Background: an optimization exercise with open tools, aiming at small area, a short achievable clock period and few clock cycles. Do not read the settings as production practice. Function was checked by simulation only, so behaviour that the tests miss may differ from the original.

File: flow/config.mk
export PLATFORM = sky130hd
export DESIGN_NAME = calculatorTop
export DESIGN_NICKNAME = calculatorTop
export VERILOG_FILES = /design/flow/design.v
export SDC_FILE = /design/flow/constraint.sdc
export NUM_CORES = 4
export LEC_CHECK = 0
export CAP_MARGIN = 20
export CORE_MARGIN = 2
export CORE_UTILIZATION = 40
export SLEW_MARGIN = 20
File: flow/constraint.sdc
create_clock -name core_clock -period 80.0 [get_ports {clk}]
set_input_delay 16.0000 -clock core_clock [delete_from_list [all_inputs] [get_ports {clk}]]
set_output_delay 16.0000 -clock core_clock [all_outputs]
set_load 0.01 [all_outputs]
File: flow/design.v
`timescale 1ns/1ps
package calc_pkg;
	typedef logic signed [24-1:0] operand_t;
	typedef logic [24-1:0] magnitude_t;
	typedef logic [4-1:0] keyCode_t;
	typedef logic [4-1:0] digitCount_t;
	typedef enum logic [1:0] {
		IDLE,
		FORWARD,  
		ACKED
	} entryState_t;
	typedef enum logic [2:0] {
		WAIT,
		REDUCE,
		PUSH,
		FLUSH,  
		EMIT,
		DONE
	} evalState_t;
endpackage
`timescale 1ns/1ps
module calculatorTop (
	input  logic        clk,
	input  logic        rst_n,
	input  logic        keyReq,
	input  logic [3:0]  keyCode,
	output logic        keyAck,
	output logic        resReq,
	input  logic        resAck,
	output logic        resSign,
	output logic [23:0] resMagnitude,
	output logic [3:0]  resDigits,
	output logic        resError
);
	localparam logic [3:0] S_IDLE  = 4'd0;
	localparam logic [3:0] S_MUL   = 4'd1;
	localparam logic [3:0] S_DIV0  = 4'd2;
	localparam logic [3:0] S_DIV1  = 4'd3;
	localparam logic [3:0] S_ALIGN = 4'd4;
	localparam logic [3:0] S_STEP  = 4'd5;
	localparam logic [3:0] S_QNEG  = 4'd6;
	localparam logic [3:0] S_APPLY = 4'd7;
	localparam logic [3:0] S_FABS  = 4'd8;
	localparam logic [3:0] S_FD1   = 4'd9;
	localparam logic [3:0] S_FD2   = 4'd10;
	localparam logic [3:0] S_FD3   = 4'd11;
	localparam logic [3:0] S_FOUT  = 4'd12;
	localparam logic [3:0] S_RWAIT = 4'd13;
	logic       kv;
	logic [3:0] K;
	logic       kdone;
	logic [23:0] E;  
	logic [23:0] S;  
	logic [23:0] A;  
	logic [23:0] B;  
	logic [23:0] X;  
	logic [3:0] st;
	logic [1:0] ph;      
	logic       lowNeg;  
	logic       sZero;   
	logic       errAcc;  
	logic [1:0] nk;      
	logic       nkDiv;   
	logic       first;   
	logic       bc;      
	logic       qneg;
	logic [4:0] cnt;
	logic [1:0] bs;      
	logic [2:0] dg;      
	assign resMagnitude = S;
	logic [2:0]  dh;
	logic [1:0]  dlo;
	logic [22:0] e5;
	logic [23:0] eMul;
	assign dh = K[3:1];
	assign dlo = dh[2] ? 2'b11 : dh[1:0];
	assign e5 = {E[20:0], dlo} + E[22:0] + {22'd0, dh[2]};
	assign eMul = {e5, K[0]};
	logic [23:0] eDiv;
	logic [2:0]  dm;
	logic [3:0]  dt;
	logic [3:0]  dr;
	always_comb begin
		dt = 4'd0;  
		for (int i = 23; i >= 0; i--) begin
			eDiv[i] = dt >= 4'd5;
			dr = dt - 4'd5;
			dm = eDiv[i] ? dr[2:0] : dt[2:0];
			dt = {dm, E[i]};
		end
	end
	logic        pS, pSraw, pA, pX, invP;
	logic        qE, qB, qA, qA2, qX, qC, invQ, cin;
	logic [23:0] qConst;
	logic [23:0] pOp, qOp;
	logic [24:0] aluSum;
	logic [23:0] alu;
	logic        aluC;
	assign pOp = (({24{pS & ~sZero}} | {24{pSraw}}) & S) | ({24{pA}} & A) | ({24{pX}} & X);
	assign qOp = ({24{qE}} & E) | ({24{qB}} & B) | ({24{qA}} & A) | ({24{qA2}} & {A[22:0], 1'b0})
		| ({24{qX}} & X) | ({24{qC}} & qConst);
	assign aluSum = {1'b0, pOp ^ {24{invP}}} + {1'b0, qOp ^ {24{invQ}}} + {24'd0, cin};
	assign alu = aluSum[23:0];
	assign aluC = aluSum[24];
	always_comb begin
		qConst = 24'd10000;
		if (st == S_FD2)
			qConst = dg[2] ? 24'd1000000 : 24'd100;
		else if (st == S_FD3)
			case (dg[2:1])
				2'b00: qConst = 24'd10;
				2'b01: qConst = 24'd1000;
				2'b10: qConst = 24'd100000;
				default: qConst = 24'd10000000;
			endcase
	end
	logic [23:0] smear;
	always_comb begin
		smear[23] = A[23];
		for (int i = 22; i >= 0; i--)
			smear[i] = smear[i+1] | A[i];
	end
	logic fits1, fits4;
	assign fits1 = ~B[23] & ~|(B[22:0] & ~smear[23:1]);
	assign fits4 = ~|B[23:20] & ~|(B[19:0] & ~smear[23:4]);
	logic [2:0] bv;
	assign bv = {1'b0, B[1:0]} + {2'b0, bc};
	logic kDigit, kBack, kOp, kHigh, kEq, kMinus, kDivide;
	assign kDigit = K < 4'd10;
	assign kBack = K == 4'd14;
	assign kOp = !kDigit && !kBack;
	assign kHigh = K == 4'd13 || K == 4'd15;
	assign kEq = K == 4'd12;
	assign kMinus = K == 4'd11;
	assign kDivide = K == 4'd15;
	logic engFree;
	assign engFree = st == S_IDLE;
	logic execOp;      
	logic execBsAlu;   
	assign execOp = kv && kOp && engFree;
	assign execBsAlu = kv && kBack && engFree && (bs == 2'd0 ? E[23] : bs == 2'd2);
	always_comb begin
		pS = 0; pSraw = 0; pA = 0; pX = 0; invP = 0;
		qE = 0; qB = 0; qA = 0; qA2 = 0; qX = 0; qC = 0; invQ = 0; cin = 0;
		if (execOp) begin
			qE = 1;
			if (ph == 2'd0 && !kHigh) begin
				pS = 1;
				invQ = lowNeg;
				cin = lowNeg;
			end
		end else if (execBsAlu) begin
			qE = 1;
			invQ = 1;
			cin = 1;
		end
		case (st)
			S_MUL: begin
				pX = !first;
				case (bv)
					3'd1: qA = 1;
					3'd2: qA2 = 1;
					3'd3: begin qA = 1; invQ = 1; cin = 1; end
					default: ;
				endcase
			end
			S_DIV0: begin pA = 1; invP = 1; cin = 1; end
			S_DIV1: begin qB = 1; invQ = 1; cin = 1; end
			S_ALIGN, S_STEP: begin pA = 1; qB = 1; invQ = 1; cin = 1; end
			S_QNEG: begin pX = 1; invP = 1; cin = 1; end
			S_APPLY: begin
				qX = 1;
				if (nk != 2'd2) begin
					pS = 1;
					invQ = lowNeg;
					cin = lowNeg;
				end
			end
			S_FABS: begin pSraw = 1; invP = 1; cin = 1; end
			S_FD1, S_FD2, S_FD3: begin pSraw = 1; qC = 1; invQ = 1; cin = 1; end
			default: ;
		endcase
	end
	assign kdone = kv && (kDigit || (kBack && (bs == 2'd0 ? !E[23] : bs == 2'd2) && (bs == 2'd0 || engFree))
		|| execOp);
	always_ff @(posedge clk or negedge rst_n) begin
		if (!rst_n) begin
			keyAck <= 1'b0;
			kv <= 1'b0;
		end else begin
			if (keyReq && !keyAck && !kv) begin
				keyAck <= 1'b1;
				kv <= 1'b1;
			end else begin
				if (!keyReq)
					keyAck <= 1'b0;
				if (kdone)
					kv <= 1'b0;
			end
		end
	end
	always_ff @(posedge clk) begin
		if (keyReq && !keyAck && !kv)
			K <= keyCode;
	end
	always_ff @(posedge clk or negedge rst_n) begin
		if (!rst_n) begin
			E <= '0;
			bs <= 2'd0;
		end else if (kv) begin
			if (kDigit)
				E <= eMul;
			else if (kBack) begin
				case (bs)
					2'd0: begin
						if (!E[23])
							E <= eDiv;
						else if (engFree) begin
							E <= alu;
							bs <= 2'd1;
						end
					end
					2'd1: begin
						E <= eDiv;
						bs <= 2'd2;
					end
					default: begin
						if (engFree) begin
							E <= alu;
							bs <= 2'd0;
						end
					end
				endcase
			end else if (execOp)
				E <= '0;
		end
	end
	logic canStart;
	assign canStart = execOp && ph != 2'd0;
	always_ff @(posedge clk or negedge rst_n) begin
		if (!rst_n) begin
			st <= S_IDLE;
			ph <= 2'd0;
			lowNeg <= 1'b0;
			sZero <= 1'b1;
			errAcc <= 1'b0;
			resReq <= 1'b0;
		end else begin
			case (st)
				S_IDLE: begin
					if (execOp) begin
						if (ph != 2'd0)
							st <= ph == 2'd1 ? S_MUL : S_DIV0;
						else if (kHigh)
							ph <= kDivide ? 2'd2 : 2'd1;
						else begin
							sZero <= 1'b0;
							lowNeg <= kMinus;
							if (kEq)
								st <= S_FABS;
						end
					end
				end
				S_MUL: begin
					if (B[23:2] == 22'd0 && !(bv == 3'd3 || bv == 3'd4))
						st <= S_APPLY;
				end
				S_DIV0: begin
					if (B == 24'd0) begin
						errAcc <= 1'b1;
						st <= S_APPLY;
					end else
						st <= B[23] ? S_DIV1 : S_ALIGN;
				end
				S_DIV1: st <= S_ALIGN;
				S_ALIGN, S_STEP: begin
					if (st == S_ALIGN && (fits4 || fits1))
						st <= S_ALIGN;
					else if (cnt == 5'd0)
						st <= qneg ? S_QNEG : S_APPLY;
					else
						st <= S_STEP;
				end
				S_QNEG: st <= S_APPLY;
				S_APPLY: begin
					if (nk == 2'd2) begin
						ph <= nkDiv ? 2'd2 : 2'd1;
						st <= S_IDLE;
					end else begin
						ph <= 2'd0;
						sZero <= 1'b0;
						lowNeg <= nk == 2'd1;
						if (nk == 2'd3)
							st <= S_FABS;
						else
							st <= S_IDLE;
					end
				end
				S_FABS: begin
					lowNeg <= 1'b0;
					ph <= 2'd0;
					errAcc <= 1'b0;
					st <= S_FD1;
				end
				S_FD1: st <= S_FD2;
				S_FD2: st <= S_FD3;
				S_FD3, S_FOUT: begin
					if (!resAck) begin
						resReq <= 1'b1;
						st <= S_RWAIT;
					end else
						st <= S_FOUT;
				end
				S_RWAIT: begin
					if (resAck) begin
						resReq <= 1'b0;
						sZero <= 1'b1;
						st <= S_IDLE;
					end
				end
				default: st <= S_IDLE;
			endcase
		end
	end
	always_ff @(posedge clk) begin
		if (st == S_IDLE && execOp) begin
			nk <= kHigh ? 2'd2 : kEq ? 2'd3 : kMinus ? 2'd1 : 2'd0;
			nkDiv <= kDivide;
			first <= 1'b1;
			bc <= 1'b0;
			cnt <= 5'd0;
			X <= '0;
			if (ph != 2'd0)
				B <= E;
			else if (kHigh)
				A <= alu;
			else
				S <= alu;
		end
		case (st)
			S_MUL: begin
				X <= alu;
				first <= 1'b0;
				bc <= bv[2] | (bv == 3'd3);
				A <= {A[21:0], 2'b00};
				B <= {2'b00, B[23:2]};
			end
			S_DIV0: begin
				qneg <= A[23] ^ B[23];
				if (A[23])
					A <= alu;
			end
			S_DIV1: B <= alu;
			S_ALIGN, S_STEP: begin
				if (st == S_ALIGN && fits4) begin
					B <= {B[19:0], 4'd0};
					cnt <= cnt + 5'd4;
				end else if (st == S_ALIGN && fits1) begin
					B <= {B[22:0], 1'b0};
					cnt <= cnt + 5'd1;
				end else begin
					if (aluC)
						A <= alu;
					X <= {X[22:0], aluC};
					B <= {1'b0, B[23:1]};
					cnt <= cnt - 5'd1;
				end
			end
			S_QNEG: X <= alu;
			S_APPLY: begin
				if (nk == 2'd2)
					A <= alu;
				else
					S <= alu;
			end
			S_FABS: begin
				resSign <= S[23];
				resError <= errAcc;
				if (S[23])
					S <= alu;
			end
			S_FD1: dg <= {aluC, 2'b00};
			S_FD2: dg[1] <= aluC;
			S_FD3: begin
				dg[0] <= aluC;
				resDigits <= 4'd1 + {1'b0, dg[2:1], aluC};
			end
			default: ;
		endcase
	end
endmodule
File: flow/run.sh
#!/bin/bash
# synth_recipe.tcl (not shown) runs the flow's synth.tcl, then flattens the netlist and writes it again
# the make line also repeats each setting of config.mk as NAME=value (left out here)
make -C /OpenROAD-flow-scripts/flow DESIGN_CONFIG=/design/flow/config.mk WORK_HOME=/design/flow/orfs CLKGATE_MAP_FILE= SYNTH_SCRIPT=/design/flow/synth_recipe.tcl finish
==> summary.txt <==
==> layout make-up <==
cell class	instances	area, µm²
clock inverter	14	166
fill	3406	19100
sequential	157	3790
tap	455	569
timing repair buffer	74	651
clock buffer	18	429
inverter	104	390
multi-input combinational	1355	9530
==> cells in the mapped netlist, types with 14 or more instances <==
library cell    n  area share, %
and3_1         21           0.93
a21o_1         34            1.8
dfxtp_1        73             10
inv_1         104            2.8
edfxtp_1       46            9.8
ha_1           98            8.7
clkbuf_1      104            2.8
nor2b_1        33            1.5
o211ai_1       14           0.75
xnor2_1        60            3.7
mux2_2         23            1.8
a22oi_1        24            1.3
nor2_1        147            3.9
mux2i_1        19            1.3
a21oi_1       131            4.7
nand2b_1       25            1.1
nand3_1        26           0.92
a222oi_1       68            4.8
a221o_1        39            2.8
dfrtp_1        37            6.6
o21ai_0       101            3.6
a21boi_0       14           0.75
xor2_1         37            2.3
nor3_1         27           0.96
nor4_1         14           0.62
nand2_1       185            4.9
a221oi_1       28            1.7
==> sequential cells by signal, summed over array words and instances (netlist names), 2 cells and up <==
signal	count
S	24
ph	2
nk	2
bs	2
B	24
st	4
dg	2
resDigits	4
A	24
X	24
cnt	5
K	4
E	24
==> routing by layer <==
layer / GRT usage, % / vias to the layer above / share of wire [%]
met4: 13.0 / 0 / 4.1
li1: - / 6427 / -
met5: 0 / - / 0
met2: 44.4 / 726 / 46
met3: 5.12 / 132 / 8.3
met1: 35.7 / 6791 / 42
==> cell families (layout without fill, tap and decap cells) <==
family,count (synthesis),in the layout
mux,45,45
simple gates,535,535
xor+xnor,99,99
flops,157,157
fa+ha+maj,102,102
compound gates,574,574
buf+inv,223,210
==> stage by stage <==
stage	utilization (%)	worst slack, ns
2_1_floorplan	-	57.67
3_3_place_gp	43.1	55.77
3_5_place_dp	43.1	54.67
4_1_cts	44.8	54.58
5_1_grt	44.8	52.10
6_report	44.8	54.38
==> final timing paths <==
path	startpoint	endpoint	slack (ns)	cells past startpoint
min in group asynchronous	rst_n	E[0]$_DFFE_PN0P_	15.57	1
hold reg to reg	errAcc$_DFFE_PN0P_	resError$_DFFE_PP_	0.45	0
setup / recovery	E[22]$_DFFE_PN0P_	E[0]$_DFFE_PN0P_	54.38	116
hold / removal	errAcc$_DFFE_PN0P_	resError$_DFFE_PP_	0.45	0
setup reg to reg	E[22]$_DFFE_PN0P_	E[0]$_DFFE_PN0P_	54.38	116
max in group asynchronous	rst_n	E[19]$_DFFE_PN0P_	64.02	1
==> cells in the final DEF, fill, tap and decap left out, types with 23 or more instances in the layout <==
master and n:
nand2_1 185, nor2_1 144, a21oi_1 130, inv_1 104, o21ai_0 99, ha_1 98
dfxtp_1 73, a222oi_1 68, xnor2_1 60, edfxtp_1 46, a221o_1 39, clkdlybuf4s50_1 38
dfrtp_1 37, xor2_1 37, buf_4 36, a21o_1 34, nor2b_1 33, a221oi_1 28
nor3_1 26, nand3_1 26, nand2b_1 25, a22oi_1 24, mux2_2 23
==> flow_summary.ini <==
[outcome]
outcome = finished clean

[place]
port_buffers = 39
dp_hpwl_um = 35600
place_inst = 2145
gp_congestion = 0.928
place_area_mm2 = 0.0149

[route]
ant_nets = 0
wl_per_cell_um = 23.2
routed_wl_um = 50500
vias = 14076
via_per_inst = 6.47
firstDrtPassIters = 10
drc = 0
dr.first_iter.drc_count = 2054

[timing]
maxSlewViolCount = 0
max_freq_mhz = 39.0
finalSetupViolCount = 0
max-slew-margin-rel_pct = 24.6
finalSetupTns_ns = 0
worst_pin_slew_ns = 1.13
holdWs_ns = 0.447
period_needed_ns = 25.62
fin_skew_ns = 0.0108
hold_violations = 0
period_share_pct = 32.0
rsz0062_at_grt = false

[floorplan]
die_area_mm2 = 0.0368
rows = 68
die_h_um = 192
die_w_um = 192
core_area_mm2 = 0.0346
ioPinCount = 40
start_util_pct = 40.7

[global_route]
grt_pass1_wl_um = 78000
antenna_found_initial = 0
grt_max_degree = 47
grt_pass1_vias = 13537
grt_usage_pct = 27.6
grt.overflow.total = 0

[final_layout]
drive_gt1_share_pct = 8.48
nNetsFinal = 1819
area_growth_pct = 10.2
num_antenna_cells = 0
fin_cells = 2177
design_area_mm2 = 0.0155

[logic_synthesis]
synth_area_per_cell_um2 = 8.12
syn-num-nets = 1845
yosys.area_share.adder_pct = 9.27
synth_xor_area_share_pct = 6.26
syn_area_mm2 = 0.0141
synth_flop_cell = dfxtp_1
ys_seq_elements = 157
synthArstFlopShare_pct = 24.2
syn_inst = 1735
synthMuxAreaShare_pct = 3.50
synth_cell_type_count = 99
synth_simple_gate_area_share_pct = 18.0
synth_compound_area_share_pct = 29.9
yosys_warnings = 1
synth_edf_count = 46
synth_top_family_by_area = compound AO/OA/AOI/OAI gates
ys_seq_area_share_pct = 26.9

[clock_tree]
clock_path_buffers = 2
ctsHoldBuffers = 0
cts-buffers-inserted = 17
clockRootBuffer = clkbuf_16
cts_num_sinks = 157
cts_resized = 0
path_clk_slew_ns = 0.07
h-tree-depth = 4
cts_tree = yes
clk_latency_ns = 0.44
cts_setup_buffers = 0

[setup_path]
cp_max_fo = 9
crit_family = simple AND/OR/NAND/NOR gates
end_kind = flip-flop
path_buf_inv = 8
required_ns = 80.37
path_class = reg2reg
start_kind = flip-flop
slowest_stage = or4_4
cp.arrival_ns = 25.99
cp_common_cell = ha_1
max_stage_delay_ns = 0.55

[flow_run]
maxCapViolations = 0

[worst_hold_path]
hold_class = reg2reg
Testbench counts, summed over its fixed seeds: cycles 36,620.

==> static timing again, ports no longer ideal <==
How much do the figures lean on ideal ports? The routed layout below was timed once more, with nothing changed but the port constraints. Step 1, drivers: a clkbuf_16 drives clk and a buf_2 each remaining input, both assumed. Step 2, shift: input delay + t, output delay - t, t = (earliest + latest rising clock arrival at the registers) / 2. This alone moves slack from input paths to output paths. Three values: no drivers, after step 1, after step 2; two values: the first two.
t (ns): 0.487
slack for setup (ns): 54.384 / 54.384 / 54.384
hold WS [ns]: 0.447 / 0.447 / 0.447
clock arrival spread, ns: 0.010 / 0.011
worst data-port slew with drivers (ns): 0.03
After both steps setup and hold are still met in this run. The setup slack of this run moves by 0.000 ns with the drivers and by 0.000 ns with both steps.
